This design comes from an exercise in tuning for small area, a short achievable clock period and few clock cycles per item on the open sky130 flow, not from production work.
Where RTL was checked, it was by simulation tests only, not by an equivalence proof against the original.

==> wip/pepper <==
## systolic_mm_top
module systolic_mm_top (
    input  logic                  clk,
    input  logic                  rst,
    input  logic                  in_valid,
    input  logic [8-1:0] in_data,
    output logic                  out_valid,
    output logic [8-1:0] out_data,
    output logic                  busy,
    output logic                  done
);
Settings: LEC_CHECK=0, CAP_MARGIN=20, CORE_MARGIN=2, CORE_UTILIZATION=65, CTS_BUF_LIST=sky130_fd_sc_hd__clkbuf_4 sky130_fd_sc_hd__clkbuf_8, SETUP_SLACK_MARGIN=3.5, SLEW_MARGIN=20; clock period 6.0 ns.
run.sh (not shown) runs the stock make flow with config.mk's settings and CLKGATE_MAP_FILE= SYNTH_SCRIPT=/design/flow/synth_recipe.tcl, a recipe that flattens the netlist after the stock synthesis.
==> wip/cedar: changes against wip/pepper <==
- CTS_BUF_LIST: sky130_fd_sc_hd__clkbuf_4 sky130_fd_sc_hd__clkbuf_8 -> not set
- CTS_CLUSTER_DIAMETER: not set -> 80
- CTS_CLUSTER_SIZE: not set -> 30
==> wip/delta: changes against wip/pepper <==
- CORE_UTILIZATION: 65 -> 40
- CTS_BUF_LIST: sky130_fd_sc_hd__clkbuf_4 sky130_fd_sc_hd__clkbuf_8 -> not set
- SETUP_SLACK_MARGIN: 3.5 -> 3.0
==> summary.md <==
| Metric | Value |
|---|---|
| Vias per cell | `around 5.3` |
| Status | `timing/DRC/antenna clean` |
| DRT Wirelength | `35360 um` |
| Worst Setup SP | `bq[4][3]` |
| Met3 usage | `0.04555` |
| Slew Limit Headroom | `0.4407` |
| Global-route wire length before repair | `55370 um` |
| Crit-path max FO | `7` |
| Die area | `0.02966 mm2` |
| Unrepaired setup endpoints after global routing | `true` |
| Tap cells | `378` |
| Postcts setup bufs | `29` |
| Non-clock buffers | `66` |
| H-Tree Depth | `3` |
| Synthesis-to-layout area growth | `13.66%` |
the above is filed under wip/pepper

==> summary.md <==
| Metric | Value |
|---|---|
| Status | `timing/DRC/antenna clean` |
| DRT Wirelength | `around 36000 um` |
| Slew Limit Headroom | `0.3263` |
| Non-clock buffers | `30` |
| Synthesis-to-layout area growth | `13.06%` |
| Die area | `0.04772 mm2` |
| Vias per cell | `approximately 4.8` |
| Met3 usage | `0.02867` |
| Worst Setup SP | `n[0]` |
| Unrepaired setup endpoints after global routing | `false` |
the above is filed under wip/delta

==> summary.md <==
| Metric | Value |
|---|---|
| Status | `timing/DRC/antenna clean` |
| Most common cell on crit path | `fa_1` |
| Post-Synth XOR/XNOR Area | `0.02449` |
| DRT Wirelength | `34810 um` |
| Most common cell after layout, fill and taps aside | `edfxtp_1` |
| TNS Setup | `0 ns` |
| Die area | `0.02966 mm2` |
| Worst Setup SP | `bq[12][1]` |
| Postcts setup bufs | `28` |
| H-Tree Depth | `1` |
| Slew Limit Headroom | `0.4332` |
| Met3 usage | `0.02586` |
| Non-clock buffers | `71` |
| Crit-path max FO | `5` |
| Tap cells | `378` |
the above is filed under wip/cedar

Function was not checked in any run of this note: the RTL went through the layout flow alone.


==> v27 <==
systolic_mm_top, a different RTL version from the one above (not shown whole).
clock: 6.0 ns
lec_check: 0
cap_margin: 20
core_margin: 2
core_utilization: 40
setup_slack_margin: 2.8
slew_margin: 20
==> v28: changes against v27 <==
--- a/flow/config.mk
+++ b/flow/config.mk
@@ -8,5 +8,4 @@
 export CAP_MARGIN = 20
 export CORE_MARGIN = 2
 export CORE_UTILIZATION = 40
-export SETUP_SLACK_MARGIN = 2.8
 export SLEW_MARGIN = 20
==> run notes <==
v27 ran to the end with no violations. v28 completed with no timing, DRC or antenna violations.
In flip-flop and latch count, v28 and v27 do not differ.
Against v27, the sequential share of layout area of v28 is higher by 0.31 points.
No functional check of the RTL was part of any run of this note.


==> yarrow <==
Another version of the RTL of systolic_mm_top (not shown whole).
Design systolic_mm_top, start of the top module:
module systolic_mm_top (
    input  logic                  clk,
    input  logic                  rst,
    input  logic                  in_valid,
    input  logic [8-1:0] in_data,
    output logic                  out_valid,
    output logic [8-1:0] out_data,
    output logic                  busy,
    output logic                  done
);
    localparam int LAT = 3;
    logic       acc_en;   
    logic [4:0] cnt;      
    logic       cv;       
    logic [3:0] n;        
    logic       take;
    logic       vq;       
    logic [4:0] iq;       
    logic       rot;
    logic [LAT-1:0] vp;   
    logic [LAT-1:0] lp;   
    logic [LAT:0] lpx;    
    assign take = in_valid && acc_en;
    assign lpx  = {lp, cv && n == 4'd15};
    assign rot  = cv && (n[3:2] != 2'd0 || n[1:0] == 2'd3);
    always_ff @(posedge clk or negedge rst) begin
        if (!rst) begin
            acc_en <= 1'b1;
            cnt    <= '0;
            cv     <= 1'b0;
  ...
make LEC_CHECK=0 CAP_MARGIN=20 CORE_MARGIN=2 CORE_UTILIZATION=55 CTS_CLUSTER_DIAMETER=80 CTS_CLUSTER_SIZE=30 SETUP_SLACK_MARGIN=3.5 SLEW_MARGIN=20 SYNTH_HIERARCHICAL=1 finish   # period 6.0 ns
==> inputs of fjord, as changes to yarrow <==
--- a/flow/config.mk
+++ b/flow/config.mk
@@ -5,9 +5,10 @@
 export SDC_FILE = /design/flow/constraint.sdc
 export NUM_CORES = 4
 export LEC_CHECK = 0
+export ABC_AREA = 1
 export CAP_MARGIN = 20
 export CORE_MARGIN = 2
-export CORE_UTILIZATION = 55
+export CORE_UTILIZATION = 75
 export CTS_CLUSTER_DIAMETER = 80
 export CTS_CLUSTER_SIZE = 30
 export SETUP_SLACK_MARGIN = 3.5
==> qor summary <==
| metric | yarrow | fjord |
|---|---|---|
| Outcome | finished clean | finished clean |
| Multi-input gate share of total cell area | 0.3390 | 0.3409 |
| Number of combinational gates with multiple inputs | 565 | 727 |
| First DRT Iteration DRCs | 518 | 990 |
| Endpoint arrival time on the critical path | 2.88 ns | 2.98 ns |
| Synthesized area per cell | 16.03 um2 | 13.06 um2 |
| Number of antenna cells inserted | 1 | 0 |
| Setup skew after layout | 0.01781 ns | 0.02325 ns |
| Wire length per cell | 21.05 um | 19.90 um |
| Post-Synth Simple-Gate Area | 0.07123 | 0.1125 |
| Clock buffers created by TritonCTS | 18 | 17 |
| Antenna violations before repair | 1 | 0 |
| HPWL reported at the end of detailed placement | 21.28 mm | 22.63 mm |
| Vias per inst | 5.228 | 5.610 |
| Signal inverters | 23 | 113 |
Testbench counts of yarrow, summed over its fixed seeds: cycles 9,032, jobs 192.
Testbench counts of fjord, summed over its fixed seeds: cycles 9,032, jobs 192.

[static timing again, ports no longer ideal]
How much do the figures lean on ideal ports? The routed layouts below were timed once more, with nothing changed but the port constraints.
Step 1 sets driving cells, clkbuf_16 on the clock port and buf_2 on the other inputs (assumed; they add their load-dependent delay and slew).
Step 2 also shifts input and output timing later by t, the mid clock arrival at the registers, as if the neighbouring blocks saw the same clock.
a / b / c = ideal ports / drivers / drivers and shift; a / b = the first two.
| run | t (ns) | setup WS [ns] | worst hold slack (ns) | slew at the worst register clock pin (ns) |
|---|---|---|---|---|
| wip/pepper | 0.625 | 3.497 / 3.497 / 3.294 | 0.323 / 0.323 / 0.323 | 0.07 / 0.07 |
| wip/cedar | 0.574 | 3.448 / 3.448 / 3.299 | 0.334 / 0.334 / 0.334 | 0.11 / 0.11 |
| wip/delta | 0.595 | 3.186 / 3.186 / 3.186 | 0.325 / 0.325 / 0.325 | 0.06 / 0.06 |
| v27 | 0.593 | 2.901 / 2.901 / 2.901 | 0.350 / 0.350 / 0.350 | 0.07 / 0.07 |
| v28 | 0.589 | 2.666 / 2.666 / 2.666 | 0.350 / 0.350 / 0.350 | 0.06 / 0.06 |
| yarrow | 0.575 | 3.551 / 3.551 / 3.332 | 0.334 / 0.334 / 0.334 | 0.11 / 0.11 |
| fjord | 0.569 | 3.488 / 3.488 / 3.434 | 0.336 / 0.336 / 0.336 | 0.11 / 0.11 |
After both steps every run listed still meets setup and hold. The setup slack of yarrow, which loses most, moves by 0.000 ns with the drivers and by -0.219 ns with both steps.
